This is an optimization exercise on Yosys and OpenROAD, whose aim is small area, a short achievable clock period and few clock cycles, not a production implementation. Where RTL was checked, it was by simulation tests only, not by an equivalence proof against the original. The RTL of runs 1 and 2 was laid out without a check of its function. The clock port is modelled as an ideal driver, which makes a skipped or thinned clock tree look cheaper than it is; a real chip needs a root buffer or a tree. Power and IR drop assume default switching activity.

$ cat flow/design.v
package mem_pkg;
  typedef enum logic [1:0] {
    CMD_NOP   = 2'd0,
    CMD_WRITE = 2'd1,
    CMD_READ  = 2'd2
  } mem_cmd_t;
  typedef enum logic [1:0] {
    ST_WAIT_INIT = 2'd0,
    ST_IDLE      = 2'd1,
    ST_WRITE     = 2'd2,
    ST_READ      = 2'd3
  } sched_state_t;
endpackage
package stream_pkg;
  typedef enum logic {
    HALF_LO = 1'b0,
    HALF_HI = 1'b1
  } half_t;
endpackage
`timescale 1ns/1ps
module mem_loop_top
#(
  parameter int DATA_WIDTH  = 32,
  parameter int BURST_LEN   = 4,
  parameter int ADDR_WIDTH  = 6,
  parameter int FIFO_DEPTH  = 16,
  parameter int READ_LAT    = 2,
  parameter int INIT_CYCLES = 32
) (
  input  logic                  clk0_tb,
  input  logic                  locked,
  input  logic                  in_valid,
  input  logic [DATA_WIDTH-1:0] in_data,
  output logic                  in_ready,
  output logic                  out_valid,
  output logic [DATA_WIDTH-1:0] out_data,
  input  logic                  out_ready,
  output logic                  init_done
);
  localparam int DEPTH = 8;
  localparam int IW    = $clog2(INIT_CYCLES) + 1;
  logic [IW-1:0] init_cnt;
  always_ff @(posedge clk0_tb or negedge locked) begin
    if (!locked) begin
      init_cnt <= '0;
    end else if (!init_cnt[IW-1]) begin
      init_cnt <= init_cnt + 1'b1;
    end
  end
  assign init_done = init_cnt[IW-1];
  logic [DATA_WIDTH-1:0] buf_q [0:DEPTH-1];
  logic [DEPTH-1:0]      vld;       
  logic [DEPTH-1:0]      rd_oh;     
  logic [DEPTH-1:0]      wr_oh;     
  logic                  init_nxt;
  logic                  take7;     
  logic                  last_room;  
  logic                  in_take;
  logic                  complete;  
  logic                  out_hold;
  logic                  load;
  logic [DATA_WIDTH-1:0] head;
  assign init_nxt  = init_cnt[IW-1] || (init_cnt == IW'(INIT_CYCLES - 1));
  assign take7     = in_ready && wr_oh[DEPTH-1];
  assign last_room = |(vld & {wr_oh[DEPTH-2:0], wr_oh[DEPTH-1]});
  assign in_take  = in_valid && in_ready;
  assign complete = vld[DEPTH-1] || (in_valid && take7);
  assign out_hold = out_valid && !out_ready;
  assign load     = complete && !out_hold;
  always_ff @(posedge clk0_tb or negedge locked) begin
    if (!locked) begin
      vld       <= '0;
      rd_oh     <= DEPTH'(1);
      wr_oh     <= DEPTH'(1);
      in_ready  <= 1'b0;
      out_valid <= 1'b0;
    end else begin
      vld <= (vld & ~(rd_oh & {DEPTH{load}})) | (wr_oh & {DEPTH{in_take}});
      if (load) begin
        rd_oh <= {rd_oh[DEPTH-2:0], rd_oh[DEPTH-1]};
      end
      if (in_take) begin
        wr_oh <= {wr_oh[DEPTH-2:0], wr_oh[DEPTH-1]};
      end
      in_ready  <= init_nxt && (load || (in_take ? !last_room : (in_ready || !init_cnt[IW-1])));
      out_valid <= out_hold || complete;
    end
  end
  always_ff @(posedge clk0_tb) begin
    for (int i = 0; i < DEPTH; i++) begin
      if (!vld[i]) begin
        buf_q[i] <= in_data;
      end
    end
  end
  always_comb begin
    head = '0;
    for (int i = 0; i < DEPTH; i++) begin
      head = head | (buf_q[i] & {DATA_WIDTH{rd_oh[i]}});
    end
  end
  always_ff @(posedge clk0_tb) begin
    if (!out_hold) begin
      out_data <= head;
    end
  end
endmodule
$ cat flow/flow/run.sh
#!/bin/bash
set -euo pipefail
cd "$(dirname "$0")/.."
export SETUP_SLACK_MARGIN=5.5
export BUFFER_PORTS_ARGS="-buffer_cell sky130_fd_sc_hd__buf_2"
export CTS_ARGS="-sink_clustering_enable -sink_clustering_size 30 -sink_clustering_max_diameter 120 -repair_clock_nets -dont_use_dummy_load"
export POST_CTS_TCL="$PWD/flow/bypass_root.tcl"
bash standard.sh > standard.log 2>&1
$ cat flow/flow/bypass_root.tcl
proc bypass_clock_root {} {
  set block [ord::get_db_block]
  set port_net [$block findNet clk0_tb]
  set loads [$port_net getITerms]
  if {[llength $loads] != 1} { puts "BYPASS: port feeds [llength $loads] pins, skipped"; return }
  set root [[lindex $loads 0] getInst]
  set out_net ""
  foreach it [$root getITerms] {
    if {[$it isOutputSignal]} { set out_net [$it getNet] }
  }
  set sinks {}
  foreach it [$out_net getITerms] { if {[$it getInst] != $root} { lappend sinks $it } }
  if {[llength $sinks] > 4} { puts "BYPASS: root feeds [llength $sinks] pins, skipped"; return }
  foreach it $sinks { $it disconnect; $it connect $port_net }
  puts "BYPASS: removed [$root getName], port now feeds [llength $sinks] pins"
  odb::dbInst_destroy $root
  odb::dbNet_destroy $out_net
}

bypass_clock_root
estimate_parasitics -placement
$ cat flow/standard.sh
#!/bin/bash
# synth_recipe.tcl (not shown) runs the flow's synth.tcl, then flattens the netlist and writes it again
# the make line also repeats each setting of config.mk as NAME=value (left out here)
make -C /OpenROAD-flow-scripts/flow DESIGN_CONFIG=/design/flow/config.mk WORK_HOME=/design/flow/orfs CLKGATE_MAP_FILE= SYNTH_SCRIPT=/design/flow/synth_recipe.tcl "${@:-finish}"
$ cat flow/config.mk
export PLATFORM = sky130hd
export DESIGN_NAME = mem_loop_top
export DESIGN_NICKNAME = mem_loop_top
export VERILOG_FILES = /design/flow/design.v
export SDC_FILE = /design/flow/constraint.sdc
export NUM_CORES = 4
export LEC_CHECK = 0
export ABC_CLOCK_PERIOD_IN_PS = 2500
export CAP_MARGIN = 20
export CORE_MARGIN = 2
export CORE_UTILIZATION = 55
export PLACE_DENSITY = 0.65
export SLEW_MARGIN = 20
export SYNTH_MEMORY_MAX_BITS = 16384
$ cat flow/constraint.sdc
create_clock -name core_clock -period 8.0 [get_ports {clk0_tb}]
set_input_delay 1.6000 -clock core_clock [delete_from_list [all_inputs] [get_ports {clk0_tb}]]
set_output_delay 1.6000 -clock core_clock [all_outputs]
set_load 0.01 [all_outputs]
==> results of run 1 <==
## registers in the layout, indices dropped and copies added, names as in the netlist
register	flops
buf_q	256
in_ready	1
init_cnt	6
out_data	32
out_valid	1
rd_oh	8
vld	8
wr_oh	8
## cell usage in the layout, fill, tap and decap left out
cell type,netlist,routed
a211oi_1,1,1
a21o_2,1,1
a21oi_1,1,1
a22o_1,7,7
a22oi_1,132,132
a311oi_1,1,1
a31o_1,1,1
a41oi_1,2,2
and2_1,1,1
and2_4,1,1
buf_2,3,69
buf_4,0,11
buf_6,2,1
buf_8,0,1
clkbuf_16,0,13
dfrtp_1,30,23
dfrtp_2,0,7
dfstp_2,2,2
diode_2,0,1
edfxtp_1,288,288
ha_1,1,1
inv_1,17,17
mux2_2,9,9
mux2_4,1,1
nand2_1,3,3
nand2b_1,2,1
nand2b_2,0,1
nand3_1,8,8
nand4_1,34,34
o21ai_0,8,8
xnor2_1,4,4
## power by group
| group | leakage [nW] | internal [W] | switching (W) |
|---|---|---|---|
| registers | 3.36 | 0.00188 | 0.0000191 |
| clock network | 0.160 | 0.000296 | 0.000446 |
| logic | 0.952 | 0.0000232 | 0.0000305 |
| total | 4.47 | 0.00220 | 0.000495 |
## cell usage after synthesis
master | instances | area (sq um)
a31o_1 | 1 | 8.76
clkbuf_1 | 32 | 120
ha_1 | 1 | 12.5
a22o_1 | 7 | 61.3
buf_6 | 2 | 22.5
mux2_4 | 1 | 15.0
nand4_1 | 34 | 213
and2_1 | 1 | 6.26
a21o_2 | 1 | 8.76
mux2_2 | 9 | 101
dfrtp_1 | 30 | 751
a211oi_1 | 1 | 7.51
nand2b_1 | 2 | 12.5
xnor2_1 | 4 | 35.0
a41oi_1 | 2 | 17.5
a311oi_1 | 1 | 8.76
nand2_1 | 3 | 11.3
dfstp_2 | 2 | 52.6
a22oi_1 | 132 | 991
and2_4 | 1 | 8.76
edfxtp_1 | 288 | 8650
buf_2 | 3 | 15.0
nand3_1 | 8 | 40.0
inv_1 | 17 | 63.8
a21oi_1 | 1 | 5.00
o21ai_0 | 8 | 40.0
## logic make-up (layout without fill, tap and decap cells)
kind of cell,Yosys count,in the layout
adder cells (fa/ha/maj),1,1
other,0,1
AND/OR/NAND/NOR,49,49
buffers and inverters,54,112
flip-flops,320,320
XOR/XNOR,4,4
AO/OA/AOI/OAI,154,154
multiplexers,10,10
## per-stage QoR
stage	hold WS, ps	total power, W	util, %	instances
detailed placement	496	0.00200	58.9	904
finish	516	0.00270	60.7	921
floorplan	468	0.00196	-	592
global placement	485	0.00199	58.9	904
global route	543	0.00278	60.7	920
## area by class of cell
class	instances	area, sq um
Clock buffer	13	325
Antenna cell	1	2.50
Fill cell	1453	7920
Timing Repair Buffer	82	454
Tap cell	270	338
Multi-Input combinational cell	218	1610
Sequential cell	320	9460
Inverter	17	63.8
## per-layer routing
metal / up-vias / routed length (um) / GRT usage (%)
li1: 2533 / - / -
met4: 0 / 291 / 4.47
met1: 3027 / 9980 / 30.9
met2: 172 / 11700 / 36.3
met3: 21 / 1360 / 3.04
met5: - / 0 / 0
## path summary, 6_finish.rpt
| kind | from | end | slack, ps |
|---|---|---|---|
| max in group asynchronous | locked | rd_oh[1] | 6250 |
| min in group asynchronous | locked | vld[1] | 1270 |
| worst min-delay path | init_cnt[4] | init_cnt[4] | 520 |
| worst min register to register | init_cnt[4] | init_cnt[4] | 520 |
| worst max-delay path | out_data[31] | out_data[31] | 5430 |
| worst max register to register | vld[2] | buf_q[2][10] | 6240 |
==> reports/metrics.yaml, run 1 <==
min_path_cells: 1
drc: 0
synth_mux_area_share_pct: 1.03
drive_gt1_share_pct: 18.0
slowest_delay_ps: 450
dr_total_vias: 5753
wl_per_cell_um: 25.4
totalWireLength_um: 23400
end_kind: "primary output"
synth_fa_ha_area_share_pct: 0.111
cp-start-kind: "flop"
hold_viol: 0
cpLargestDelayFamily: "flip-flops"
worst_slack_ps: 5430
crit_cells: 1
place_area_sq_mm: 0.0119
crit_chain: "buf_2"
slew_viol_final: 0
fin_area_sq_mm: 0.0123
synth_top_family_by_area: "compound AO/OA/AOI/OAI gates"
skew_ps: 42.6
final_nets: 689
first_pass_iters: 4
fin_setup_tns_ps: 0
crit_type: "reg -> out"
worst-path-buf-inv: 1
finalSetupViolations: 0
crit_fanout: 1
port_buffers: 70
drt_iter0_drc: 500
antenna_found_initial: 1
viasPerCell: 6.25
rsz0062_at_grt: "true"
areaGrowthSynthToFinish_pct: 8.63
grt_max_degree: 45
leakage_nw: 4.47
synth_cell_type_count: 26
cp_data_required_time_ps: 6400
path_clk_slew_ps: 110
arrival_ps: 970
avgSynthCellArea_sq_um: 19.0
start_util_pct: 55.9
outcome: "timing/DRC/antenna clean"
dpl.hpwl_um: 11500
dieArea_sq_mm: 0.0217
synth_warnings: 2
grt_pass1_vias: 5787
r2r.worst_path.cells: 2
synth_compound_area_share_pct: 10.2
track_usage_pct: 21.6
num_rows: 52
hp-class: "reg -> reg"
chipWidth_um: 147
synth_xor_xnor_area_share_pct: 0.311
clock-sinks: 320
syn-num-nets: 629
yosys_register_bits: 320
finalCriticalPeriod_ps: 2570
gp_congestion: 0.787
ios: 71
gr-total-overflow: 0
insertion_delay_ps: 370
drtAntennaViolNets: 0
die_h_um: 147
synthCells: 592
max_slew_margin_pct: 34.4
netlist_area_sq_mm: 0.0113
timing.fmax_mhz: 389
place_worst_setup_slack_ps: 4900
yosysSeqAreaShare_pct: 83.8
powerDensity_mw_per_mm2: 220
grt_pass1_wl_um: 34900
min_period_over_period_pct: 32.1
crit_path_top_delay_cell: "edfxtp_1"
worst_pin_slew_ps: 984
peakVddDrop_v: 0.000196
core_area_sq_mm: 0.0202
maxCapViolations: 0
yosys.area_share.simple_pct: 2.59
==> run 2, diff against run 1 <==
==> flow/flow/run.sh (replaced) <==
#!/bin/bash
set -euo pipefail
cd "$(dirname "$0")/.."
export SETUP_SLACK_MARGIN=5.7
export BUFFER_PORTS_ARGS="-buffer_cell sky130_fd_sc_hd__buf_2"
export CTS_ARGS="-sink_clustering_enable -sink_clustering_size 30 -sink_clustering_max_diameter 120 -repair_clock_nets -dont_use_dummy_load"
export POST_CTS_TCL="$PWD/flow/bypass_root.tcl"
bash standard.sh > standard.log 2>&1
==> run 2 against run 1 <==
Still clean on timing, DRC and antenna. Sequential power hardly changed. Non-clock buffer count up 6. Core utilization is 0.34 points higher. Critical path depth did not move. Final area increased by 0.55%. Die area unchanged. Clock skew is 15 ps lower. Fmax is essentially flat. Power barely moved. Cell count up 0.76%. Count of clock-buffer cells in the layout did not move. Synthesized cell count stayed put. Critical endpoint is now out_data[18]. Largest cell class unchanged.
==> reports/metrics.yaml, run 2 <==
fillerInstances: 1460
gr-total-overflow: 0
ios: 71
grt_max_degree: 36
cp_data_required_time_ps: 6400
end_kind: "primary output"
start_util_pct: 55.9
first_pass_iters: 5
die_h_um: 147
maxCapViolations: 0
cp-start-kind: "flop"
track_usage_pct: 22.1
min_from: "buf_q[6][21]"
antenna_found_initial: 0
synth_top_area_share_pct: 76.7
dr_total_vias: 5807
chipWidth_um: 147
num_rows: 52
crit_chain: "buf_2"
netlist_area_sq_mm: 0.0113
gp_congestion: 0.754
hold_viol: 0
min_path_cells: 2
final_nets: 697
timing.fmax_mhz: 389
synth.most_common_cell: "edfxtp_1"
viasPerCell: 6.26
r2r_start: "vld[2]"
areaGrowthSynthToFinish_pct: 9.23
power_w: 0.00270
avgSynthCellArea_sq_um: 19.0
diodes: 0
synthArstFlopShare_pct: 10.0
path_clk_slew_ps: 110
grt_pass1_vias: 5889
core_area_sq_mm: 0.0202
fin_setup_tns_ps: 0
yosysTopAreaCell: "edfxtp_1"
synth.area.top_cells: "edfxtp_1 77%, a22oi_1 8.8%, dfrtp_1 6.7%"
crit_fanout: 1
finalSetupViolations: 0
largest_reg_flops: 256
clock-sinks: 320
totalWireLength_um: 23800
crit_type: "reg -> out"
drc: 0
peakVddDrop_v: 0.000172
reg_top3: "buf_q: 256 flops, out_data: 32 flops"
synth_warnings: 2
final_common_cell: "edfxtp_1"
worstReg2RegEnd: "buf_q[2][10]"
crit_path_top_delay_cell: "edfxtp_1"
dpl.hpwl_um: 12200
yosys_register_bits: 320
insertion_delay_ps: 360
ys.flop_type: "edfxtp_1"
drive_gt1_share_pct: 18.4
hp-class: "reg -> reg"
max_slew_margin_pct: 33.1
syn-num-nets: 629
cpLargestDelayFamily: "flip-flops"
drtAntennaViolNets: 0
rsz0062_at_grt: "true"
regMostFlops: "buf_q"
r2r_slack_ps: 6100
powerDensity_mw_per_mm2: 219
outcome: "timing/DRC/antenna clean"
grt_pass1_wl_um: 35900
slowest_delay_ps: 440
skew_ps: 27.5
leakage_nw: 4.52
arrival_ps: 970
min_period_over_period_pct: 32.1
drt_iter0_drc: 600
finalCriticalPeriod_ps: 2570
worst_pin_slew_ps: 1000
synth_edf_count: 288
dieArea_sq_mm: 0.0217
final_cell_mix: "288 x edfxtp_1, 132 x a22oi_1, 69 x buf_2, 34 x nand4_1, 30 x dfrtp_1"
synthCells: 592
r2r.worst_path.cells: 2
synth_cell_type_count: 26
synthTopCellsByCount: "288 x edfxtp_1, 132 x a22oi_1, 34 x nand4_1, 32 x clkbuf_1, 30 x dfrtp_1"
min_to: "out_data[21]"
wl_per_cell_um: 25.6
yosysSeqAreaShare_pct: 83.8
port_buffers: 70
worst-path-buf-inv: 1
slew_viol_final: 0
-- run 2: cell families after synthesis --
group | synth area share (%)
fa+ha+maj | 0.111
mux | 1.03
flops | 83.8
simple gates | 2.59
compound gates | 10.2
xor+xnor | 0.311
buf+inv | 1.96
-- run 2: worst max-delay path by stage --
stage	start	to	slack, ps	depth (start not counted)
5_1_grt	out_data[18]	out_data[18]	5400	1
3_3_place_gp	out_ready	rd_oh[0]	5040	4
3_5_place_dp	out_ready	rd_oh[0]	5000	4
2_1_floorplan	in_valid	rd_oh[0]	5480	5
6_report	out_data[18]	out_data[18]	5430	1
-- run 2: worst register-to-register path: stages, from the launching register on --
cell     delay [ps]
dfrtp_1         410
inv_1           730
buf_4           440
-- run 2: stage by stage --
step | util, % | area, sq um | setup slack (ps) | hold WS, ps | cells
after floorplan | - | 11300 | 5480 | 468 | 592
after global placement | 59.2 | 11900 | 5040 | 484 | 910
after detailed placement | 59.2 | 11900 | 5000 | 515 | 910
after global routing | 61.1 | 12300 | 5400 | 553 | 928
final | 61.1 | 12300 | 5430 | 538 | 928
-- run 2: layout make-up --
type | count | area, sq um | share of cell area, %
multi-input cells | 220 | 1650 | 13.4
flip-flops and latches | 320 | 9450 | 76.7
repair buffers | 88 | 492 | 3.99
clock buffers | 13 | 325 | 2.64
inverters | 17 | 63.8 | 0.518
well taps | 270 | 338 | 2.74
-- run 2: metal layers --
metal / part of all wire [%] / up-vias / GRT usage [%] / wire length (um)
li1: - / 2547 / - / -
met1: 42 / 3006 / 32.1 / 9920
met2: 49 / 233 / 37.3 / 11800
met3: 7.8 / 21 / 3.20 / 1860
met4: 0.95 / 0 / 3.13 / 226
met5: 0 / - / 0 / 0
-- run 2: power breakdown --
| group | switching [W] | total (W) | leakage [nW] | internal (W) |
|---|---|---|---|---|
| clock | 0.000446 | 0.000742 | 0.160 | 0.000296 |
| sequential | 0.0000188 | 0.00190 | 3.37 | 0.00188 |
| combinational | 0.0000322 | 0.0000561 | 0.995 | 0.0000240 |
| total | 0.000497 | 0.00270 | 4.52 | 0.00220 |
==> run 3, diff against run 2 <==
--- a/flow/design.v
+++ b/flow/design.v
@@ -52,6 +52,8 @@
   logic [DEPTH-1:0]      vld;       
   logic [DEPTH-1:0]      rd_oh;     
   logic [DEPTH-1:0]      wr_oh;     
+  logic [DEPTH-1:0]      vld_prev;  
+  logic                  empty;
   logic                  init_nxt;
   logic                  take7;     
   logic                  last_room;  
@@ -61,6 +63,9 @@
   logic                  load;
   logic [DATA_WIDTH-1:0] head;
   assign init_nxt  = init_cnt[IW-1] || (init_cnt == IW'(INIT_CYCLES - 1));
+  assign vld_prev  = {vld[DEPTH-2:0], vld[DEPTH-1]};
+  assign empty     = !(|vld);
+  assign wr_oh     = ~vld & (vld_prev | (rd_oh & {DEPTH{empty}}));
   assign take7     = in_ready && wr_oh[DEPTH-1];
   assign last_room = |(vld & {wr_oh[DEPTH-2:0], wr_oh[DEPTH-1]});
   assign in_take  = in_valid && in_ready;
@@ -71,16 +76,12 @@
     if (!locked) begin
       vld       <= '0;
       rd_oh     <= DEPTH'(1);
-      wr_oh     <= DEPTH'(1);
       in_ready  <= 1'b0;
       out_valid <= 1'b0;
     end else begin
       vld <= (vld & ~(rd_oh & {DEPTH{load}})) | (wr_oh & {DEPTH{in_take}});
       if (load) begin
         rd_oh <= {rd_oh[DEPTH-2:0], rd_oh[DEPTH-1]};
-      end
-      if (in_take) begin
-        wr_oh <= {wr_oh[DEPTH-2:0], wr_oh[DEPTH-1]};
       end
       in_ready  <= init_nxt && (load || (in_take ? !last_room : (in_ready || !init_cnt[IW-1])));
       out_valid <= out_hold || complete;
==> flow/flow/run.sh (replaced) <==
#!/bin/bash
set -euo pipefail
cd "$(dirname "$0")/.."
export SETUP_SLACK_MARGIN=5.5
export BUFFER_PORTS_ARGS="-buffer_cell sky130_fd_sc_hd__buf_2"
export CTS_ARGS="-sink_clustering_enable -sink_clustering_size 30 -sink_clustering_max_diameter 120 -repair_clock_nets -dont_use_dummy_load"
export POST_CTS_TCL="$PWD/flow/bypass_root.tcl"
bash standard.sh > standard.log 2>&1
==> run 3 against run 2 <==
Power down 3.3%. Clock skew up 13 ps. Sequential share of layout area shrank 0.40 points. Final area decreased by 1.5%. Critical path type unchanged. Critical path depth unchanged. Global-route usage decreased by 0.47 points. Cell count is 2.2% lower. Non-clock buffer count down 3.
==> reports/metrics.yaml, run 3 <==
dieArea_sq_mm: 0.0213
peakVddDrop_v: 0.000169
synthCells: 581
track_usage_pct: 21.6
path_clk_slew_ps: 110
rsz0062_at_grt: "true"
syn-num-nets: 618
yosysTopAreaCell: "edfxtp_1"
leakage_nw: 4.43
worst-path-buf-inv: 1
synth_top_area_share_pct: 77.9
drc: 0
largest_reg_flops: 256
antenna_found_initial: 1
comb_power_share_pct: 1.1
synth_cell_type_count: 41
switching_share_pct: 17.8
worst_pin_slew_ps: 1020
yosysSeqAreaShare_pct: 83.4
start_util_pct: 56.5
viasPerCell: 6.35
gr-total-overflow: 0
hp-class: "reg -> reg"
chipWidth_um: 146
cpLargestDelayFamily: "flip-flops"
avgSynthCellArea_sq_um: 19.1
worst_slack_ps: 5450
crit_type: "reg -> out"
skew_ps: 40.5
finalCriticalPeriod_ps: 2550
hold_slack_ps: 475
die_h_um: 146
core_area_sq_mm: 0.0197
end_kind: "primary output"
drtAntennaViolNets: 0
outcome: "timing/DRC/antenna clean"
crit_path_top_delay_cell: "edfxtp_1"
ys.flop_type: "edfxtp_1"
crit_fanout: 1
max_slew_margin_pct: 32.2
port_buffers: 70
grt_pass1_wl_um: 34900
synth.most_common_cell: "edfxtp_1"
final_cell_mix: "288 x edfxtp_1, 129 x a22oi_1, 67 x buf_2, 32 x nand4_1"
switching_power_w: 0.000465
synth.area.top_cells: "edfxtp_1 78%, a22oi_1 8.7%, dfrtp_1 5.2%"
crit_chain: "buf_2"
netlist_area_sq_mm: 0.0111
grt_max_degree: 38
dpl.hpwl_um: 11400
num_rows: 51
synthArstFlopShare_pct: 7.69
final_cells: 908
synth_warnings: 2
finalSetupViolations: 0
diodes: 0
p_int_w: 0.00215
dr_total_vias: 5764
fillerInstances: 1447
hold_viol: 0
cp_data_required_time_ps: 6400
wl_per_cell_um: 25.7
min_period_over_period_pct: 31.8
clkPwrFrac_pct: 27.7
areaGrowthSynthToFinish_pct: 9.35
final_nets: 682
placed_cells: 887
power_frac_seq_pct: 71.3
yosys_register_bits: 312
drive_gt1_share_pct: 19.6
totalWireLength_um: 23300
arrival_ps: 950
powerDensity_mw_per_mm2: 215
clock-sinks: 312
slowest_delay_ps: 430
synth_edf_count: 288
reg_top3: "buf_q: 256 flops, out_data: 32 flops"
ios: 71
cp-start-kind: "flop"
timing.fmax_mhz: 393
place_worst_setup_slack_ps: 4710
grt_pass1_vias: 5660
insertion_delay_ps: 360
drt_iter0_drc: 633
synthTopCellsByCount: "288 x edfxtp_1, 129 x a22oi_1, 32 x nand4_1, 29 x clkbuf_1, 23 x dfrtp_1"
slew_viol_final: 0
fin_setup_tns_ps: 0
gp_congestion: 0.823
regMostFlops: "buf_q"
first_pass_iters: 5
final_common_cell: "edfxtp_1"
maxCapViolations: 0
-- run 3: changes by cell type after synthesis, moves of 5 or more --
cell,before,now
o21ai_0,8,2
inv_1,17,8
a221oi_1,0,5
a22o_1,7,0
dfrtp_1,30,23
nand3_1,8,0
a31oi_1,0,9
-- run 3: path summary, 6_finish.rpt --
| path | start | endpoint | slack (ps) | cells past startpoint |
|---|---|---|---|---|
| setup / recovery | out_data[0] | out_data[0] | 5450 | 1 |
| hold / removal | init_cnt[4] | init_cnt[4] | 470 | 1 |
| setup reg to reg | vld[6] | in_ready | 5720 | 6 |
| hold reg to reg | init_cnt[4] | init_cnt[4] | 470 | 1 |
| max in group asynchronous | locked | rd_oh[5] | 6400 | 1 |
| min in group asynchronous | locked | init_cnt[0] | 1210 | 1 |
-- run 3: area by class of cell --
cell class                      instances  area, sq um  area share, %
Sequential cell                       312         9260           76.3
Multi-Input combinational cell        225         1690           13.9
Timing Repair Buffer                   85          494           4.07
Tap cell                              265          332           2.73
Clock buffer                           13          325           2.68
Inverter                                8         30.0          0.247
-- run 3: stage by stage --
step	total power [W]	instance area, sq um	util, %
after floorplan	0.00190	11100	-
after global placement	0.00192	11700	59.6
after detailed placement	0.00193	11700	59.6
after global routing	0.00269	12100	61.7
final	0.00261	12100	61.7
-- run 3: routing by layer --
| metal | GRT usage [%] | up-vias | share of wire (%) |
|---|---|---|---|
| met5 | 0 | - | 0.056 |
| met4 | 3.45 | 2 | 1.4 |
| met3 | 3.00 | 27 | 7.2 |
| met2 | 36.3 | 221 | 50 |
| met1 | 31.5 | 2988 | 42 |
| li1 | - | 2526 | - |
-- run 3: cells by family (layout without fill, tap and decap cells) --
logic type / Yosys count / after routing / synth area share (%)
simple gates: 53 / 54 / 3.14
buf+inv: 45 / 106 / 1.74
flops: 312 / 312 / 83.4
compound gates: 158 / 158 / 10.5
mux: 8 / 8 / 0.812
fa+ha+maj: 1 / 1 / 0.113
xor+xnor: 4 / 4 / 0.316
-- run 3: power groups by stage --
stage                     Combinational, W  Clock [W]  Sequential [W]
after floorplan                 0.00000309          0         0.00189
after global placement           0.0000252          0         0.00189
after detailed placement         0.0000281          0         0.00190
after global routing             0.0000322   0.000791         0.00187
final                            0.0000283   0.000722         0.00186
Testbench counts of run 3, summed over its fixed seeds: cycles 7,339.
==> run 4, diff against run 3 <==
--- a/flow/design.v
+++ b/flow/design.v
@@ -38,18 +38,11 @@
   output logic                  init_done
 );
   localparam int DEPTH = 8;
-  localparam int IW    = $clog2(INIT_CYCLES) + 1;
-  logic [IW-1:0] init_cnt;
-  always_ff @(posedge clk0_tb or negedge locked) begin
-    if (!locked) begin
-      init_cnt <= '0;
-    end else if (!init_cnt[IW-1]) begin
-      init_cnt <= init_cnt + 1'b1;
-    end
-  end
-  assign init_done = init_cnt[IW-1];
+  localparam int REVS  = INIT_CYCLES / DEPTH;
+  localparam int RW    = $clog2(REVS);
   logic [DATA_WIDTH-1:0] buf_q [0:DEPTH-1];
   logic [DEPTH-1:0]      vld;       
+  logic [RW-1:0]         rev;       
   logic [DEPTH-1:0]      rd_oh;     
   logic [DEPTH-1:0]      wr_oh;     
   logic [DEPTH-1:0]      vld_prev;  
@@ -62,7 +55,7 @@
   logic                  out_hold;
   logic                  load;
   logic [DATA_WIDTH-1:0] head;
-  assign init_nxt  = init_cnt[IW-1] || (init_cnt == IW'(INIT_CYCLES - 1));
+  assign init_nxt  = init_done || (rd_oh[DEPTH-1] && (rev == RW'(REVS - 1)));
   assign vld_prev  = {vld[DEPTH-2:0], vld[DEPTH-1]};
   assign empty     = !(|vld);
   assign wr_oh     = ~vld & (vld_prev | (rd_oh & {DEPTH{empty}}));
@@ -78,12 +71,18 @@
       rd_oh     <= DEPTH'(1);
       in_ready  <= 1'b0;
       out_valid <= 1'b0;
+      rev       <= '0;
+      init_done <= 1'b0;
     end else begin
+      init_done <= init_nxt;
+      if (!init_done && rd_oh[DEPTH-1]) begin
+        rev <= rev + 1'b1;
+      end
       vld <= (vld & ~(rd_oh & {DEPTH{load}})) | (wr_oh & {DEPTH{in_take}});
-      if (load) begin
+      if (load || !init_done) begin
         rd_oh <= {rd_oh[DEPTH-2:0], rd_oh[DEPTH-1]};
       end
-      in_ready  <= init_nxt && (load || (in_take ? !last_room : (in_ready || !init_cnt[IW-1])));
+      in_ready  <= init_nxt && (load || (in_take ? !last_room : (in_ready || !init_done)));
       out_valid <= out_hold || complete;
     end
   end
==> run 4 against run 3 <==
Still clean on timing, DRC and antenna. Count of clock-buffer cells in the layout did not move. Hold slack better by 27 ps. Cell count rose by 0.11%. Sequential cell count is 3 lower. Die area decreased by 0.90%. Synthesized cell count down 0.86%. Combinational power up 69%.
==> reports/metrics.yaml, run 4 <==
power_w: 0.00261
grt_max_degree: 39
regMostFlops: "buf_q"
reg_top3: "buf_q: 256 flops, out_data: 32 flops"
slowest_delay_ps: 440
drtAntennaViolNets: 0
end_kind: "primary output"
fin_util_pct: 61.8
synth_edf_count: 288
dpl.hpwl_um: 11200
outcome: "timing/DRC/antenna clean"
max_slew_margin_pct: 36.2
netlist_area_sq_mm: 0.0110
insertion_delay_ps: 360
hp-class: "reg -> reg"
largest_reg_flops: 256
grt_pass1_wl_um: 34100
gr-total-overflow: 0
antenna_found_initial: 0
final_cell_mix: "288 x edfxtp_1, 129 x a22oi_1, 70 x buf_2, 32 x nand4_1, 16 x buf_4"
start_util_pct: 56.3
synthTopCellsByCount: "288 x edfxtp_1, 129 x a22oi_1, 32 x nand4_1, 31 x clkbuf_1, 20 x dfrtp_1"
die_h_um: 145
place_worst_setup_slack_ps: 4640
rsz0062_at_grt: "true"
fillerInstances: 1440
final_nets: 682
seqCellArea_sq_mm: 0.00918
final_common_cell: "edfxtp_1"
syn-num-nets: 613
yosysTopAreaCell: "edfxtp_1"
areaGrowthSynthToFinish_pct: 9.71
timing.fmax_mhz: 391
maxCapViolations: 0
avgSynthCellArea_sq_um: 19.1
synth.area.top_cells: "edfxtp_1 79%, a22oi_1 8.8%, dfrtp_1 4.6%"
fin_setup_tns_ps: 0
finalCriticalPeriod_ps: 2560
yosys_register_bits: 309
dieArea_sq_mm: 0.0211
grt_pass1_vias: 5637
arrival_ps: 960
crit_type: "reg -> out"
min_period_over_period_pct: 32.0
cp-start-kind: "flop"
slew_viol_final: 0
crit_chain: "buf_2"
drive_gt1_share_pct: 20.2
finalSetupViolations: 0
skew_ps: 52.6
wl_per_cell_um: 25.1
powerDensity_mw_per_mm2: 216
synth_top_area_share_pct: 78.7
crit_path_top_delay_cell: "edfxtp_1"
cpLargestDelayFamily: "flip-flops"
path_clk_slew_ps: 100
worst-path-buf-inv: 1
core_area_sq_mm: 0.0195
num_rows: 51
yosysSeqAreaShare_pct: 83.5
port_buffers: 70
worst_pin_slew_ps: 957
chipWidth_um: 145
hold_viol: 0
peakVddDrop_v: 0.000165
clock-sinks: 309
ios: 71
synthArstFlopShare_pct: 6.80
first_pass_iters: 5
drt_iter0_drc: 429
track_usage_pct: 21.3
place_area_sq_mm: 0.0116
synth_warnings: 2
multiInputGateArea_sq_mm: 0.00167
gp_congestion: 0.779
crit_fanout: 1
worst_slack_ps: 5440
leakage_nw: 4.20
cp_data_required_time_ps: 6400
ys.flop_type: "edfxtp_1"
dr_total_vias: 5697
synth.most_common_cell: "edfxtp_1"
totalWireLength_um: 22800
synthCells: 576
viasPerCell: 6.27
synth_cell_type_count: 32
fin_area_sq_mm: 0.0121
drc: 0
run 4: cell types whose count changed after synthesis, moves of 3 or more:
| cell | previous run | this run |
|---|---|---|
| nor2b_1 | 1 | 6 |
| xnor2_1 | 4 | 1 |
| dfrtp_1 | 23 | 20 |
| inv_1 | 8 | 12 |
| o22ai_1 | 3 | 0 |
| nand2_1 | 4 | 1 |
run 4: stage by stage:
| step | std cells | hold WS, ps |
|---|---|---|
| after global placement | 886 | 468 |
| final | 909 | 502 |
| after detailed placement | 886 | 490 |
| after global routing | 908 | 516 |
| after floorplan | 576 | 453 |
run 4: final timing paths:
kind	start	end	slack, ps	cells after the start
worst min register to register	rev[0]	rev[0]	500	1
worst max register to register	vld[6]	out_valid	5800	4
max in group asynchronous	locked	rev[0]	6460	1
min in group asynchronous	locked	vld[0]	1180	1
worst max-delay path	out_data[14]	out_data[14]	5440	1
worst min-delay path	rev[0]	rev[0]	500	1
run 4: metal layers:
| layer | vias up | wire, um | part of all wire (%) | GRT usage (%) |
|---|---|---|---|---|
| li1 | 2517 | - | - | - |
| met5 | - | 0 | 0 | 0 |
| met2 | 181 | 11600 | 51 | 36.3 |
| met4 | 0 | 141 | 0.62 | 2.89 |
| met3 | 12 | 1320 | 5.8 | 2.85 |
| met1 | 2987 | 9760 | 43 | 30.8 |
run 4: cell type report:
cell class              instances  share of cell area, %
flip-flops and latches        309                   76.1
multi-input cells             221                   13.9
repair buffers                 87                   4.07
well taps                     265                   2.75
clock buffers                  13                   2.70
inverters                      12                  0.405
repair inverters                1                 0.0622
diodes                          1                 0.0207
run 4: cells by family after synthesis:
group	count (synthesis)	share of synthesized area, %
AO/OA/AOI/OAI	159	10.7
adder cells (fa/ha/maj)	1	0.114
XOR/XNOR	1	0.0797
multiplexers	9	0.922
buffers and inverters	46	1.64
AND/OR/NAND/NOR	51	3.10
flip-flops	309	83.5
run 4: power breakdown:
part | total (W) | leakage, nW | internal (W) | switching (W)
clock network | 0.000710 | 0.160 | 0.000295 | 0.000415
registers | 0.00185 | 3.23 | 0.00183 | 0.0000189
logic | 0.0000477 | 0.805 | 0.0000153 | 0.0000324
Testbench counts of run 4, summed over its fixed seeds: cycles 7,339.
==> run 5, diff against run 4 <==
==> flow/flow/run.sh (replaced) <==
#!/bin/bash
set -euo pipefail
cd "$(dirname "$0")/.."
export SETUP_SLACK_MARGIN=5.5
export BUFFER_PORTS_ARGS="-buffer_cell sky130_fd_sc_hd__buf_2"
export CTS_ARGS="-sink_clustering_enable -sink_clustering_size 30 -sink_clustering_max_diameter 120 -repair_clock_nets -dont_use_dummy_load"
export POST_GLOBAL_PLACE_TCL="$PWD/flow/inbuf.tcl"
export POST_CTS_TCL="$PWD/flow/bypass_root.tcl"
bash standard.sh > standard.log 2>&1
==> flow/flow/inbuf.tcl (new file) <==
# in_data port buffers as buf_1: each drives only the 8 buffer entries.
proc shrink_input_buffers {} {
  set db [ord::get_db]
  set block [ord::get_db_block]
  set m [$db findMaster sky130_fd_sc_hd__buf_1]
  set n 0
  foreach bt [$block getBTerms] {
    if {[$bt getIoType] ne "INPUT"} { continue }
    set net [$bt getNet]
    if {$net eq "NULL" || ![string match "in_data*" [$bt getName]]} { continue }
    foreach it [$net getITerms] {
      set inst [$it getInst]
      if {[[$inst getMaster] getName] eq "sky130_fd_sc_hd__buf_2"} {
        $inst swapMaster $m
        incr n
      }
    }
  }
  puts "shrink_input_buffers: $n input buffers now buf_1"
}
shrink_input_buffers
==> run 5 against run 4 <==
Largest power group unchanged. Non-clock buffer count grew 4. Sequential share of layout area grew 0.16 points. Global-route usage shrank 0.18 points. Sequential cell count is the same. Worst setup slack gained 2.4 ps.
==> reports/metrics.yaml, run 5 <==
reg_top3: "buf_q: 256 flops, out_data: 32 flops"
arrival_ps: 960
max_slew_margin_pct: 35.3
ys.flop_type: "edfxtp_1"
grt_pass1_wl_um: 33900
yosysSeqAreaShare_pct: 83.5
finalSetupViolations: 0
path_clk_slew_ps: 110
dpl.hpwl_um: 11100
synth.most_common_cell: "edfxtp_1"
crit_fanout: 1
timing.fmax_mhz: 391
finalCriticalPeriod_ps: 2560
cp_data_required_time_ps: 6400
drive_gt1_share_pct: 15.5
slew_viol_final: 0
first_pass_iters: 4
track_usage_pct: 21.1
skew_ps: 52.6
clock-sinks: 309
synth_top_area_share_pct: 78.7
end_kind: "primary output"
min_period_over_period_pct: 32.0
maxCapViolations: 0
viasPerCell: 6.27
num_rows: 51
peakVddDrop_v: 0.000176
diodes: 0
outcome: "timing/DRC/antenna clean"
final_cells: 912
regMostFlops: "buf_q"
grt_pass1_vias: 5650
synthArstFlopShare_pct: 6.80
wl_per_cell_um: 24.8
final_common_cell: "edfxtp_1"
powerDensity_mw_per_mm2: 216
crit_chain: "buf_2"
synth_edf_count: 288
final_cell_mix: "288 x edfxtp_1, 129 x a22oi_1, 37 x buf_2, 32 x nand4_1, 32 x buf_1"
yosysTopAreaCell: "edfxtp_1"
hold_viol: 0
synth.area.top_cells: "edfxtp_1 79%, a22oi_1 8.8%, dfrtp_1 4.6%"
synth_xor_xnor_area_share_pct: 0.0797
hp-class: "reg -> reg"
leakage_nw: 4.13
cpLargestDelayFamily: "flip-flops"
synth_compound_area_share_pct: 10.7
slowest_delay_ps: 430
avgSynthCellArea_sq_um: 19.1
drtAntennaViolNets: 0
placed_cells: 886
largest_reg_flops: 256
synthTopCellsByCount: "288 x edfxtp_1, 129 x a22oi_1, 32 x nand4_1, 31 x clkbuf_1, 20 x dfrtp_1"
insertion_delay_ps: 360
start_util_pct: 56.3
totalWireLength_um: 22600
grt_max_degree: 39
drt_iter0_drc: 504
synth_fa_ha_area_share_pct: 0.114
ios: 71
yosys.area_share.simple_pct: 3.10
port_buffers: 70
final_nets: 686
crit_type: "reg -> out"
netlist_area_sq_mm: 0.0110
dieArea_sq_mm: 0.0211
dr_total_vias: 5720
areaGrowthSynthToFinish_pct: 9.48
yosys_register_bits: 309
syn-num-nets: 613
cp-start-kind: "flop"
rsz0062_at_grt: "true"
drc: 0
synthCells: 576
synth_top_family_by_area: "compound AO/OA/AOI/OAI gates"
synth_mux_area_share_pct: 0.922
synth_warnings: 2
synth_cell_type_count: 32
chipWidth_um: 145
core_area_sq_mm: 0.0195
die_h_um: 145
fillerInstances: 1417
crit_path_top_delay_cell: "edfxtp_1"
worst_pin_slew_ps: 971
worst-path-buf-inv: 1
gr-total-overflow: 0
fin_setup_tns_ps: 0
antenna_found_initial: 1
==> run 5: tightest hold or removal path: cells and delay by family (launching register included) <==
kind | cells | cell delay [ps]
compound gates | 1 | 60
flops | 1 | 310
simple gates | 1 | 60
==> run 5: cells by family after synthesis <==
| group | Yosys count |
|---|---|
| muxes | 9 |
| DFF | 309 |
| AOI/OAI and AO/OA | 159 |
| and+or+nand+nor | 51 |
| buffers and inverters | 46 |
| xor gates and xnor gates | 1 |
| adders and majority gates | 1 |
==> run 5: path summary, 6_finish.rpt <==
kind                            depth (start not counted)  slack [ps]          from      endpoint
worst max register to register                          4        5810        vld[6]     out_valid
worst max-delay path                                    1        5440  out_data[31]  out_data[31]
min in group asynchronous                               1        1180        locked     init_done
worst min-delay path                                    2         490  buf_q[6][26]  out_data[26]
worst min register to register                          2         490  buf_q[6][26]  out_data[26]
max in group asynchronous                               1        6460        locked      rd_oh[5]
==> run 5: area by class of cell <==
| type | instances | area [sq um] | share of cell area (%) |
|---|---|---|---|
| Tap cell | 265 | 332 | 2.75 |
| Timing Repair inverter | 1 | 7.51 | 0.0624 |
| Sequential cell | 309 | 9180 | 76.3 |
| Multi-Input combinational cell | 221 | 1650 | 13.7 |
| Inverter | 12 | 48.8 | 0.405 |
| Timing Repair Buffer | 91 | 487 | 4.04 |
| Clock buffer | 13 | 325 | 2.70 |
==> run 5: metrics by stage <==
| step | hold slack (ps) | total power (W) | setup slack (ps) | util [%] | cell area [sq um] |
|---|---|---|---|---|---|
| finish | 486 | 0.00260 | 5440 | 61.6 | 12000 |
| global route | 532 | 0.00269 | 5400 | 61.6 | 12000 |
| floorplan | 453 | 0.00189 | 5340 | - | 11000 |
| global placement | 468 | 0.00192 | 4690 | 59.6 | 11600 |
| detailed placement | 475 | 0.00193 | 4640 | 59.4 | 11600 |
==> run 5: metal layers <==
layer | part of all wire, % | GRT usage [%]
met3 | 6.8 | 2.76
met4 | 0.69 | 3.82
met5 | 0.053 | 0
met1 | 43 | 31.0
met2 | 50 | 35.1
==> run 5: where the power goes <==
group | total (W) | switching [W] | internal [W]
sequential | 0.00185 | 0.0000189 | 0.00183
combinational | 0.0000456 | 0.0000324 | 0.0000132
clock | 0.000710 | 0.000415 | 0.000295
total | 0.00260 | 0.000466 | 0.00214
==> run 6, diff against run 5 <==
==> flow/design.v (replaced) <==
package mem_pkg;
  typedef enum logic [1:0] {
    CMD_NOP   = 2'd0,
    CMD_WRITE = 2'd1,
    CMD_READ  = 2'd2
  } mem_cmd_t;
  typedef enum logic [1:0] {
    ST_WAIT_INIT = 2'd0,
    ST_IDLE      = 2'd1,
    ST_WRITE     = 2'd2,
    ST_READ      = 2'd3
  } sched_state_t;
endpackage
package stream_pkg;
  typedef enum logic {
    HALF_LO = 1'b0,
    HALF_HI = 1'b1
  } half_t;
endpackage
`timescale 1ns/1ps
module mem_loop_top
#(
  parameter int DATA_WIDTH  = 32,
  parameter int BURST_LEN   = 4,
  parameter int ADDR_WIDTH  = 6,
  parameter int FIFO_DEPTH  = 16,
  parameter int READ_LAT    = 2,
  parameter int INIT_CYCLES = 32
) (
  input  logic                  clk0_tb,
  input  logic                  locked,
  input  logic                  in_valid,
  input  logic [DATA_WIDTH-1:0] in_data,
  output logic                  in_ready,
  output logic                  out_valid,
  output logic [DATA_WIDTH-1:0] out_data,
  input  logic                  out_ready,
  output logic                  init_done
);
  localparam int NS    = 8;                   
  localparam int GROUP = 8;                   
  localparam int PW    = $clog2(GROUP);
  localparam int REVS  = INIT_CYCLES / GROUP;
  localparam int RW    = $clog2(REVS);
  localparam int AW    = $clog2(NS + 1);
  logic [DATA_WIDTH-1:0] slot [0:NS-1];
  logic [NS-1:0]         v;          
  logic [PW-1:0]         in_pos;     
  logic [RW-1:0]         rev;        
  logic [AW-1:0]         avail;      
  logic                  init_nxt;
  logic                  in_take;
  logic                  group_in;   
  logic                  out_free;   
  logic                  gate;       
  logic                  to_out;
  logic [NS-1:0]         load;       
  logic [NS-1:0]         v_nxt;
  assign init_nxt = init_done || ((in_pos == PW'(GROUP - 1)) && (rev == RW'(REVS - 1)));
  assign in_take  = in_valid && in_ready;
  assign group_in = in_take && (in_pos == PW'(GROUP - 1));
  assign out_free = !out_valid || out_ready;
  assign gate     = ((avail != '0) || group_in) && out_free;
  assign to_out   = v[NS-1] && gate;
  always_comb begin
    load[NS-1] = !v[NS-1] || gate;
    for (int i = NS - 2; i >= 1; i--) begin
      load[i] = !v[i] || load[i+1];
    end
    load[0] = !v[0];
  end
  always_comb begin
    v_nxt[0] = (v[0] || in_take) && !load[1];
    v_nxt[1] = load[1] ? (v[0] || in_take) : v[1];
    for (int i = 2; i < NS; i++) begin
      v_nxt[i] = load[i] ? v[i-1] : v[i];
    end
  end
  always_ff @(posedge clk0_tb or negedge locked) begin
    if (!locked) begin
      v         <= '0;
      in_pos    <= '0;
      rev       <= '0;
      avail     <= '0;
      in_ready  <= 1'b0;
      out_valid <= 1'b0;
      init_done <= 1'b0;
    end else begin
      v         <= v_nxt;
      init_done <= init_nxt;
      if (in_take || !init_done) begin
        in_pos <= in_pos + 1'b1;
      end
      if (!init_done && (in_pos == PW'(GROUP - 1))) begin
        rev <= rev + 1'b1;
      end
      avail     <= avail + (group_in ? AW'(GROUP) : '0) - AW'(to_out);
      in_ready  <= init_nxt && !v_nxt[0];
      out_valid <= (out_valid && !out_ready) || to_out;
    end
  end
  always_ff @(posedge clk0_tb) begin
    if (load[0]) begin
      slot[0] <= in_data;
    end
    if (load[1]) begin
      slot[1] <= v[0] ? slot[0] : in_data;
    end
    for (int i = 2; i < NS; i++) begin
      if (load[i]) begin
        slot[i] <= slot[i-1];
      end
    end
    if (out_free) begin
      out_data <= slot[NS-1];
    end
  end
endmodule
--- a/flow/config.mk
+++ b/flow/config.mk
@@ -8,7 +8,7 @@
 export ABC_CLOCK_PERIOD_IN_PS = 2500
 export CAP_MARGIN = 20
 export CORE_MARGIN = 2
-export CORE_UTILIZATION = 55
-export PLACE_DENSITY = 0.65
+export CORE_UTILIZATION = 70
+export PLACE_DENSITY = 0.8
 export SLEW_MARGIN = 20
 export SYNTH_MEMORY_MAX_BITS = 16384
==> run 6 against run 5 <==
The flow now stops in 5_1_grt. Area after synthesis down 12%. Synthesized cell count is 31% lower.
==> reports/metrics.yaml, run 6 <==
die_h_um: 121
clock-sinks: 308
ys.flop_type: "edfxtp_1"
num_rows: 42
yosys.area_share.simple_pct: 1.09
lastStage: "5_1_grt"
synthTopCellsByCount: "256 x edfxtp_1, 35 x mux2_2, 32 x dfxtp_1, 20 x dfrtp_1, 8 x inv_1"
yosys_register_bits: 308
synth_cell_type_count: 31
grt_max_degree: 34
synth_top_area_share_pct: 79.8
synth.most_common_cell: "edfxtp_1"
synthCells: 398
synth_edf_count: 256
place_worst_setup_slack_ps: 4110
synth_compound_area_share_pct: 1.14
synth_xor_xnor_area_share_pct: 0.455
antenna_found_initial: 0
worstEndpointGrtRepair: "avail[3]$_DFF_PN0_/D"
avgSynthCellArea_sq_um: 24.2
chipWidth_um: 121
synthArstFlopShare_pct: 6.49
yosysTopAreaCell: "edfxtp_1"
dpl.hpwl_um: 6750
outcome: "aborted with a tool error"
synth_mux_area_share_pct: 4.09
tool.error: "[ERROR DPL-0033] detailed placement checks failed during check placement."
synth_top_family_by_area: "multiplexers"
ios: 71
yosysSeqAreaShare_pct: 91.7
start_util_pct: 72.1
worst-ep-kind: "register input"
synth_warnings: 2
syn-num-nets: 440
port_buffers: 70
netlist_area_sq_mm: 0.00963
synth.area.top_cells: "edfxtp_1 80%, dfxtp_1 6.7%, dfrtp_1 5.2%"
synth_fa_ha_area_share_pct: 0.858
## run 6: cell types whose count changed after synthesis, moves of 5 or more
cell	previous run	this run
a221oi_1	6	0
a22oi_1	129	0
a31oi_1	8	1
clkbuf_1	31	2
dfxtp_1	0	32
edfxtp_1	288	256
mux2_2	9	35
nand4_1	32	2
nor2b_1	6	1
## run 6: worst max-delay path by stage
stage	endpoint	slack, ps	cells after the start
after floorplan	slot[5][0]	4220	4
after global placement	avail[3]	4230	12
after detailed placement	avail[3]	4110	12
## run 6: cells by family after synthesis
kind of cell | count (synthesis)
xor+xnor | 5
flops | 308
mux | 35
buf+inv | 14
simple gates | 17
fa+ha+maj | 6
compound gates | 13
## run 6: stage by stage
stage | util (%) | cells | hold WS, ps | total power, W | cell area [sq um]
detailed placement | 76.3 | 644 | 405 | 0.00285 | 10200
global placement | 76.6 | 644 | 402 | 0.00277 | 10200
floorplan | - | 398 | 400 | 0.00266 | 9640
## run 6: power by group through the flow
stage | Combinational [W] | Clock (W) | Sequential, W
floorplan | 0.000197 | 0 | 0.00246
global placement | 0.000346 | 0 | 0.00243
detailed placement | 0.000371 | 0 | 0.00248
Testbench counts of run 6, summed over its fixed seeds: cycles 7,339.
==> run 7, diff against run 6 <==
--- a/flow/config.mk
+++ b/flow/config.mk
@@ -8,7 +8,7 @@
 export ABC_CLOCK_PERIOD_IN_PS = 2500
 export CAP_MARGIN = 20
 export CORE_MARGIN = 2
-export CORE_UTILIZATION = 70
-export PLACE_DENSITY = 0.8
+export CORE_UTILIZATION = 55
+export PLACE_DENSITY = 0.65
 export SLEW_MARGIN = 20
 export SYNTH_MEMORY_MAX_BITS = 16384
==> run 7 against run 6 <==
Now clean on timing, DRC and antenna. Synthesized cell count unchanged. Area after synthesis unchanged.
==> reports/metrics.yaml, run 7 <==
synth_top_family_by_area: "multiplexers"
final_common_cell: "edfxtp_1"
leakage_nw: 4.02
place_worst_setup_slack_ps: 4120
slew_viol_final: 0
outcome: "timing/DRC/antenna clean"
min_period_over_period_pct: 37.9
rsz0062_at_grt: "true"
powerDensity_mw_per_mm2: 326
power_frac_seq_pct: 67.8
clock-sinks: 308
switching_share_pct: 21.7
grt_pass1_wl_um: 16400
core_area_sq_mm: 0.0172
port_buffers: 70
synth_compound_area_share_pct: 1.14
r2r.worst_path.cells: 13
finalSetupViolations: 0
largest_reg_flops: 256
netlist_area_sq_mm: 0.00963
path_clk_slew_ps: 100
synth_warnings: 2
synth_top_area_share_pct: 79.8
first_pass_iters: 4
synth_fa_ha_area_share_pct: 0.858
synthCells: 398
wl_per_cell_um: 13.5
fin_util_pct: 63.4
min_from: "slot[1][2]"
syn-num-nets: 440
yosysSeqAreaShare_pct: 91.7
final_nets: 542
min_path_cells: 0
worstReg2RegEnd: "avail[3]"
peakVddDrop_v: 0.000178
worst_slack_ps: 4970
drtAntennaViolNets: 0
drive_gt1_share_pct: 25.7
cp_data_required_time_ps: 8260
skew_ps: 55.0
crit_fanout: 2
r2r_slack_ps: 5450
maxCapViolations: 0
gr-total-overflow: 0
yosysTopAreaCell: "edfxtp_1"
num_rows: 48
yosys_register_bits: 308
viasPerCell: 4.73
synth.area.top_cells: "edfxtp_1 80%, dfxtp_1 6.7%, dfrtp_1 5.2%"
antenna_found_initial: 0
dpl.hpwl_um: 5850
hold_viol: 0
grt_max_degree: 34
worst_pin_slew_ps: 652
synthArstFlopShare_pct: 6.49
reg_top3: "slot: 256 flops, out_data: 32 flops, v: 8 flops"
dieArea_sq_mm: 0.0186
areaGrowthSynthToFinish_pct: 13.2
synth_cell_type_count: 31
seqCellArea_sq_mm: 0.00883
min_to: "slot[2][2]"
switching_power_w: 0.000769
fillerInstances: 1205
final_cell_mix: "256 x edfxtp_1, 36 x buf_2, 35 x mux2_2, 32 x buf_1, 32 x dfxtp_1"
end_kind: "flop"
grt_pass1_vias: 3412
die_h_um: 136
ys.flop_type: "edfxtp_1"
track_usage_pct: 11.1
max_slew_margin_pct: 56.4
ios: 71
clkPwrFrac_pct: 19.4
timing.fmax_mhz: 330
synth_mux_area_share_pct: 4.09
synthTopCellsByCount: "256 x edfxtp_1, 35 x mux2_2, 32 x dfxtp_1, 20 x dfrtp_1, 8 x inv_1"
p_int_w: 0.00278
avgSynthCellArea_sq_um: 24.2
start_util_pct: 56.1
totalWireLength_um: 9750
synth_xor_xnor_area_share_pct: 0.455
r2r_start: "in_pos[0]"
arrival_ps: 3290
finalCriticalPeriod_ps: 3030
comb_power_share_pct: 12.8
fin_setup_tns_ps: 0
drc: 0
drt_iter0_drc: 248
crit_type: "in -> reg"
diodes: 0
regMostFlops: "slot"
hp-class: "reg -> reg"
insertion_delay_ps: 350
synth.most_common_cell: "edfxtp_1"
multiInputGateArea_sq_um: 792
chipWidth_um: 136
synth_edf_count: 256
power_w: 0.00355
yosys.area_share.simple_pct: 1.09
cp-start-kind: "input pin"
dr_total_vias: 3418
run 7: cell counts after synthesis:
No cell type changed its count.
run 7: per-layer routing:
metal	global-route usage (%)	share of wire, %	vias to the layer above
met5	0	0	-
met4	4.28	2.8	0
met3	1.90	4.3	17
met2	17.2	47	71
met1	16.2	45	1603
li1	-	-	1727
run 7: how the worst max path moves through the flow:
stage | start | endpoint | slack, ps | cells after the start
floorplan | out_ready | slot[5][0] | 4220 | 4
global placement | in_valid | avail[3] | 4200 | 12
detailed placement | in_valid | avail[3] | 4120 | 12
global route | in_valid | avail[3] | 4920 | 12
finish | in_valid | avail[3] | 4970 | 12
run 7: area by class of cell:
type	count	share of cell area [%]
Clock buffer	13	2.99
Inverter	8	0.276
Multi-Input combinational cell	77	7.27
Sequential cell	308	81.0
Tap cell	225	2.58
Timing Repair Buffer	92	5.86
run 7: critical path, cell delays in order:
cell	delay [ps]
buf_6	90
and3_4	180
o21ai_4	130
nor2_1	60
ha_2	180
inv_2	60
ha_4	110
inv_2	30
fa_2	350
xor2_2	170
xnor2_2	150
xnor2_1	180
run 7: power groups by stage:
stage / Combinational, W / Clock, W / Sequential [W]
floorplan: 0.000197 / 0 / 0.00246
global placement: 0.000351 / 0 / 0.00244
detailed placement: 0.000365 / 0 / 0.00245
global route: 0.000509 / 0.000781 / 0.00246
finish: 0.000455 / 0.000688 / 0.00241
run 7: logic make-up (layout without fill, tap and decap cells):
family          count (synthesis)  in the layout
fa+ha+maj                       6              6
mux                            35             35
buf+inv                        14            113
compound gates                 13             13
xor+xnor                        5              5
simple gates                   17             18
flops                         308            308
run 7: per-stage QoR:
stage | std cells | hold WS, ps | instance area (sq um)
6_report | 723 | 360 | 10900
5_1_grt | 723 | 356 | 10900
3_5_place_dp | 694 | 405 | 10300
3_3_place_gp | 694 | 407 | 10300
2_1_floorplan | 398 | 400 | 9640
==> run 8, diff against run 7 <==
--- a/flow/design.v
+++ b/flow/design.v
@@ -94,7 +94,11 @@
       if (!init_done && (in_pos == PW'(GROUP - 1))) begin
         rev <= rev + 1'b1;
       end
-      avail     <= avail + (group_in ? AW'(GROUP) : '0) - AW'(to_out);
+      if (group_in) begin
+        avail <= to_out ? AW'(GROUP - 1) : AW'(GROUP);
+      end else if (to_out) begin
+        avail <= avail - 1'b1;
+      end
       in_ready  <= init_nxt && !v_nxt[0];
       out_valid <= (out_valid && !out_ready) || to_out;
     end
==> run 8 against run 7 <==
Combinational power grew 6.4%. Final area grew 0.24%. Power grew 5.0%. First-iteration DRC count decreased by 13%. Hold slack improved by 9.8 ps. Critical path depth fell by 6. Fmax increased by 19%. Sequential power up 6%. Global-route usage increased by 0.24 points. Still clean.
==> reports/metrics.yaml, run 8 <==
antenna_found_initial: 0
finalCriticalPeriod_ps: 2550
slew_viol_final: 0
chipWidth_um: 137
start_util_pct: 56.1
final_common_cell: "edfxtp_1"
path_clk_slew_ps: 90
fillerInstances: 1224
end_kind: "flop"
clock-sinks: 308
synthTopCellsByCount: "256 x edfxtp_1, 36 x mux2_2, 32 x dfxtp_1, 20 x dfrtp_1, 6 x and3_1"
regMostFlops: "slot"
insertion_delay_ps: 350
worst_pin_slew_ps: 630
crit_type: "in -> reg"
powerDensity_mw_per_mm2: 341
totalWireLength_um: 10300
synth.area.top_cells: "edfxtp_1 79%, dfxtp_1 6.6%, dfrtp_1 5.2%"
yosys_register_bits: 308
peakVddDrop_v: 0.000150
synth_edf_count: 256
cp_data_required_time_ps: 8060
yosys.area_share.simple_pct: 1.57
reg_top3: "slot: 256 flops, out_data: 32 flops, v: 8 flops"
ios: 71
areaGrowthSynthToFinish_pct: 12.5
synth_fa_ha_area_share_pct: 0.644
track_usage_pct: 11.4
grt_max_degree: 34
crit_fanout: 8
synth_top_family_by_area: "multiplexers"
synth_cell_type_count: 37
syn-num-nets: 453
dr_total_vias: 3533
final_cell_mix: "256 x edfxtp_1, 36 x buf_2, 35 x mux2_2, 32 x buf_1, 32 x dfxtp_1"
rsz0062_at_grt: "true"
yosysTopAreaCell: "edfxtp_1"
finalSetupViolations: 0
leakage_nw: 4.00
crit_path_top_delay_cell: "o21ai_4"
hold_viol: 0
comb_power_share_pct: 13.0
hp-class: "reg -> reg"
synth_xor_xnor_area_share_pct: 0.271
outcome: "timing/DRC/antenna clean"
synthCells: 412
largest_reg_flops: 256
p_int_w: 0.00290
crit_chain: "buf_8 -> and3_4 -> o21ai_4 -> nand4_1 -> buf_6 -> buf_12"
synth_mux_area_share_pct: 4.17
slowest_delay_ps: 220
max_slew_margin_pct: 58.0
synth_compound_area_share_pct: 1.69
dpl.hpwl_um: 6290
viasPerCell: 4.79
final_nets: 556
fin_util_pct: 63.2
port_buffers: 70
first_pass_iters: 6
switching_share_pct: 22.3
wl_per_cell_um: 13.9
core_area_sq_mm: 0.0173
gr-total-overflow: 0
power_frac_seq_pct: 68.7
netlist_area_sq_mm: 0.00971
grt_pass1_vias: 3382
die_h_um: 137
seqCellArea_sq_mm: 0.00883
worst_slack_ps: 5450
drt_iter0_drc: 217
ys.flop_type: "edfxtp_1"
avgSynthCellArea_sq_um: 23.6
synth_top_area_share_pct: 79.2
dieArea_sq_mm: 0.0187
switching_power_w: 0.000833
r2r_slack_ps: 5850
num_rows: 48
arrival_ps: 2610
maxCapViolations: 0
synthArstFlopShare_pct: 6.49
fin_setup_tns_ps: 0
drive_gt1_share_pct: 25.9
place_worst_setup_slack_ps: 4290
min_period_over_period_pct: 31.9
cp-start-kind: "input pin"
synth.most_common_cell: "edfxtp_1"
yosysSeqAreaShare_pct: 90.9
diodes: 0
drtAntennaViolNets: 0
skew_ps: 51.3
multiInputGateArea_sq_um: 882
grt_pass1_wl_um: 16900
synth_warnings: 2
drc: 0
timing.fmax_mhz: 392
clkPwrFrac_pct: 18.3
run 8: metal layers:
metal	vias to the layer above	track usage [%]	part of all wire, %	wire, um
li1	1790	-	-	-
met1	1651	17.1	46	4710
met2	73	17.3	47	4850
met3	19	1.78	4.2	436
met4	0	4.12	2.7	276
met5	-	0	0	0
run 8: final cells by class:
| type | instances | share of cell area [%] |
|---|---|---|
| sequential | 308 | 80.8 |
| multi-input combinational | 93 | 8.08 |
| inverter | 4 | 0.137 |
| tap | 225 | 2.58 |
| timing repair buffer | 95 | 5.40 |
| clock buffer | 13 | 2.98 |
run 8: final timing paths:
path | start | to | cells after the start
max in group asynchronous | locked | out_valid | 1
setup reg to reg | avail[0] | slot[1][5] | 7
setup / recovery | in_valid | slot[1][5] | 6
hold / removal | slot[1][3] | slot[2][3] | 0
hold reg to reg | slot[1][3] | slot[2][3] | 0
min in group asynchronous | locked | v[2] | 1
run 8: critical path: cells and delay by family:
family                 cells  cell delay, ps
buffers and inverters      3             430
AOI/OAI and AO/OA          1             220
and+or+nand+nor            2             360
run 8: cells by family after synthesis:
kind of cell,Yosys count
XOR/XNOR,3
AO/OA/AOI/OAI,19
buffers and inverters,14
multiplexers,36
adder cells (fa/ha/maj),5
flip-flops,308
AND/OR/NAND/NOR,27
run 8: power groups by stage:
stage                     logic (W)  registers [W]  clock network, W
after global routing       0.000540        0.00262          0.000777
final                      0.000484        0.00256          0.000684
after global placement     0.000411        0.00258                 0
after detailed placement   0.000427        0.00261                 0
after floorplan            0.000267        0.00260                 0
run 8: through the flow:
step                hold WS, ps  cells  area, sq um  total power [W]
floorplan                   400    412         9750          0.00286
global placement            405    703        10400          0.00300
detailed placement          405    703        10300          0.00304
global route                360    738        10900          0.00394
finish                      370    738        10900          0.00373
Testbench counts of run 8, summed over its fixed seeds: cycles 7,339.
==> run 9, diff against run 8 <==
==> flow/flow/run.sh (replaced) <==
#!/bin/bash
set -euo pipefail
cd "$(dirname "$0")/.."
export SETUP_SLACK_MARGIN=5.4
export BUFFER_PORTS_ARGS="-buffer_cell sky130_fd_sc_hd__buf_2"
export CTS_ARGS="-sink_clustering_enable -sink_clustering_size 30 -sink_clustering_max_diameter 120 -repair_clock_nets -dont_use_dummy_load"
export POST_GLOBAL_PLACE_TCL="$PWD/flow/inbuf.tcl"
export POST_CTS_TCL="$PWD/flow/bypass_root.tcl"
bash standard.sh > standard.log 2>&1
==> run 9 against run 8 <==
Clock power up 0.7%. Register-to-register slack worse by 40 ps. Cell count down 0.81%. Sequential cell count unchanged. Count of clock-buffer cells in the layout unchanged. Power down 0.18%. Sequential share of layout area up 0.46 points. Routed wire length down 1.1%. Die area unchanged. Hold slack better by 9.5 ps. Global-route usage down 0.35 points. Sequential power about the same. Critical path type unchanged. Largest power group unchanged.
==> reports/metrics.yaml, run 9 <==
rsz0062_at_grt: "true"
dr_total_vias: 3469
die_h_um: 137
clock-sinks: 308
timing.fmax_mhz: 392
cp-start-kind: "input pin"
avgSynthCellArea_sq_um: 23.6
crit_fanout: 8
placed_cells: 703
final_cells: 732
syn-num-nets: 453
synth.area.top_cells: "edfxtp_1 79%, dfxtp_1 6.6%, dfrtp_1 5.2%"
insertion_delay_ps: 340
num_rows: 48
cpLargestDelayFamily: "buffers and inverters"
r2r_slack_ps: 5810
synth_warnings: 2
r2r.worst_path.cells: 7
fin_setup_tns_ps: 0
grt_max_degree: 34
crit_type: "in -> reg"
crit_path_top_delay_cell: "o21ai_4"
leakage_nw: 3.96
peakVddDrop_v: 0.000152
regMostFlops: "slot"
ys.flop_type: "edfxtp_1"
wl_met1_um: 4710
largest_reg_flops: 256
synth.most_common_cell: "edfxtp_1"
drtAntennaViolNets: 0
track_usage_pct: 11.0
cp_data_required_time_ps: 8050
power_w: 0.00372
worstReg2RegEnd: "slot[1][2]"
route.met3.wl_um: 500
finalCriticalPeriod_ps: 2550
final_nets: 550
areaGrowthSynthToFinish_pct: 11.8
synthTopCellsByCount: "256 x edfxtp_1, 36 x mux2_2, 32 x dfxtp_1, 20 x dfrtp_1, 6 x and3_1"
yosysSeqAreaShare_pct: 90.9
wl_per_cell_um: 13.9
worst-path-buf-inv: 3
max_slew_margin_pct: 58.8
hold_slack_ps: 379
crit_chain: "buf_6 -> and3_4 -> o21ai_4 -> nand4_1 -> buf_6 -> buf_12"
totalWireLength_um: 10200
worst_pin_slew_ps: 618
netlist_area_sq_mm: 0.00971
drc: 0
reg_top3: "slot: 256 flops, out_data: 32 flops, v: 8 flops"
hold_viol: 0
synthArstFlopShare_pct: 6.49
r2r_start: "avail[0]"
skew_ps: 57.2
end_kind: "flop"
outcome: "timing/DRC/antenna clean"
grt_pass1_vias: 3338
min_to: "slot[2][2]"
arrival_ps: 2610
wl_met2_um: 4690
ios: 71
port_buffers: 70
slowest_delay_ps: 230
diodes: 0
critical_path.most_common_cell: "buf_6"
min_period_over_period_pct: 31.9
synth_cell_type_count: 37
synth_top_area_share_pct: 79.2
path_clk_slew_ps: 90
viasPerCell: 4.74
hp-class: "reg -> reg"
finalSetupViolations: 0
synth_edf_count: 256
yosysTopAreaCell: "edfxtp_1"
min_path_cells: 0
powerDensity_mw_per_mm2: 343
min_from: "slot[1][2]"
synthCells: 412
slew_viol_final: 0
start_util_pct: 56.1
top_layer_used: "met4"
fillerInstances: 1191
drt_iter0_drc: 229
first_pass_iters: 5
antenna_found_initial: 0
dpl.hpwl_um: 6100
grt_pass1_wl_um: 16400
maxCapViolations: 0
final_cell_mix: "256 x edfxtp_1, 36 x mux2_2, 36 x buf_2, 32 x buf_1, 32 x dfxtp_1"
yosys_register_bits: 308
core_area_sq_mm: 0.0173
drive_gt1_share_pct: 24.9
gr-total-overflow: 0
chipWidth_um: 137
final_common_cell: "edfxtp_1"
dieArea_sq_mm: 0.0187
## run 9: cell counts after synthesis
No cell type changed its count.
## run 9: layer usage
layer,vias up,global-route usage [%]
li1,1777,-
met1,1593,17.7
met2,82,15.7
met3,17,1.74
met4,0,3.72
met5,-,0
## run 9: worst register-to-register path, delay by kind of cell, from the launching register on
| kind | cells | cell delay (ps) |
|---|---|---|
| adders and majority gates | 1 | 200 |
| buffers and inverters | 3 | 440 |
| AOI/OAI and AO/OA | 1 | 280 |
| DFF | 1 | 390 |
| and+or+nand+nor | 2 | 590 |
## run 9: per-stage QoR
stage	area [sq um]	utilization [%]	setup WS, ps
6_report	10900	62.8	5450
5_1_grt	10900	62.8	5400
3_5_place_dp	10300	59.5	3940
3_3_place_gp	10300	59.8	4050
2_1_floorplan	9720	-	4240
## run 9: how the worst max path moves through the flow
stage,startpoint,end,cells after the start
after detailed placement,out_ready,slot[6][26],4
final,in_valid,slot[1][2],6
after global routing,out_ready,slot[5][24],5
after global placement,out_ready,slot[7][22],4
after floorplan,in_valid,slot[1][0],5
## run 9: area by class of cell
| class | count | area, sq um | area share, % |
|---|---|---|---|
| Clock buffer | 13 | 325 | 3.00 |
| Inverter | 4 | 15.0 | 0.138 |
| Multi-Input combinational cell | 93 | 882 | 8.12 |
| Sequential cell | 308 | 8830 | 81.3 |
| Tap cell | 225 | 282 | 2.59 |
| Timing Repair Buffer | 89 | 528 | 4.86 |
## run 9: cells by family after synthesis
| group | share of synthesized area (%) |
|---|---|
| compound gates | 1.69 |
| xor+xnor | 0.271 |
| fa+ha+maj | 0.644 |
| buf+inv | 0.747 |
| flops | 90.9 |
| mux | 4.17 |
| simple gates | 1.57 |
## run 9: report_power, final
part / internal [W] / switching (W) / total [W]
clock network: 0.000294 / 0.000394 / 0.000689
logic: 0.000173 / 0.000307 / 0.000480
registers: 0.00242 / 0.000135 / 0.00255

==> port drivers added, routing unchanged <==
Ports are ideal in the flow. The routed layouts listed here were re-timed in OpenROAD.
Step 1 sets driving cells, clkbuf_16 on the clock port and buf_2 on the other inputs (assumed; they add their load-dependent delay and slew).
Step 2, shift: input delay + t, output delay - t, t = (earliest + latest rising clock arrival at the registers) / 2. This alone moves slack from input paths to output paths.
Slacks: ideal ports / drivers / drivers and shift; pairs: ideal ports / drivers.
run | t, ns | setup slack, ns
run 1 | 0.408 | 5.431 / 5.370 / 5.176
run 2 | 0.404 | 5.432 / 5.377 / 5.397
run 3 | 0.394 | 5.453 / 5.394 / 5.181
run 4 | 0.393 | 5.440 / 5.384 / 5.189
run 5 | 0.390 | 5.443 / 5.389 / 5.189
run 7 | 0.384 | 4.968 / 4.987 / 4.603
run 8 | 0.376 | 5.449 / 5.437 / 5.091
run 9 | 0.371 | 5.448 / 5.464 / 5.099
After both steps every run listed still meets setup and hold.
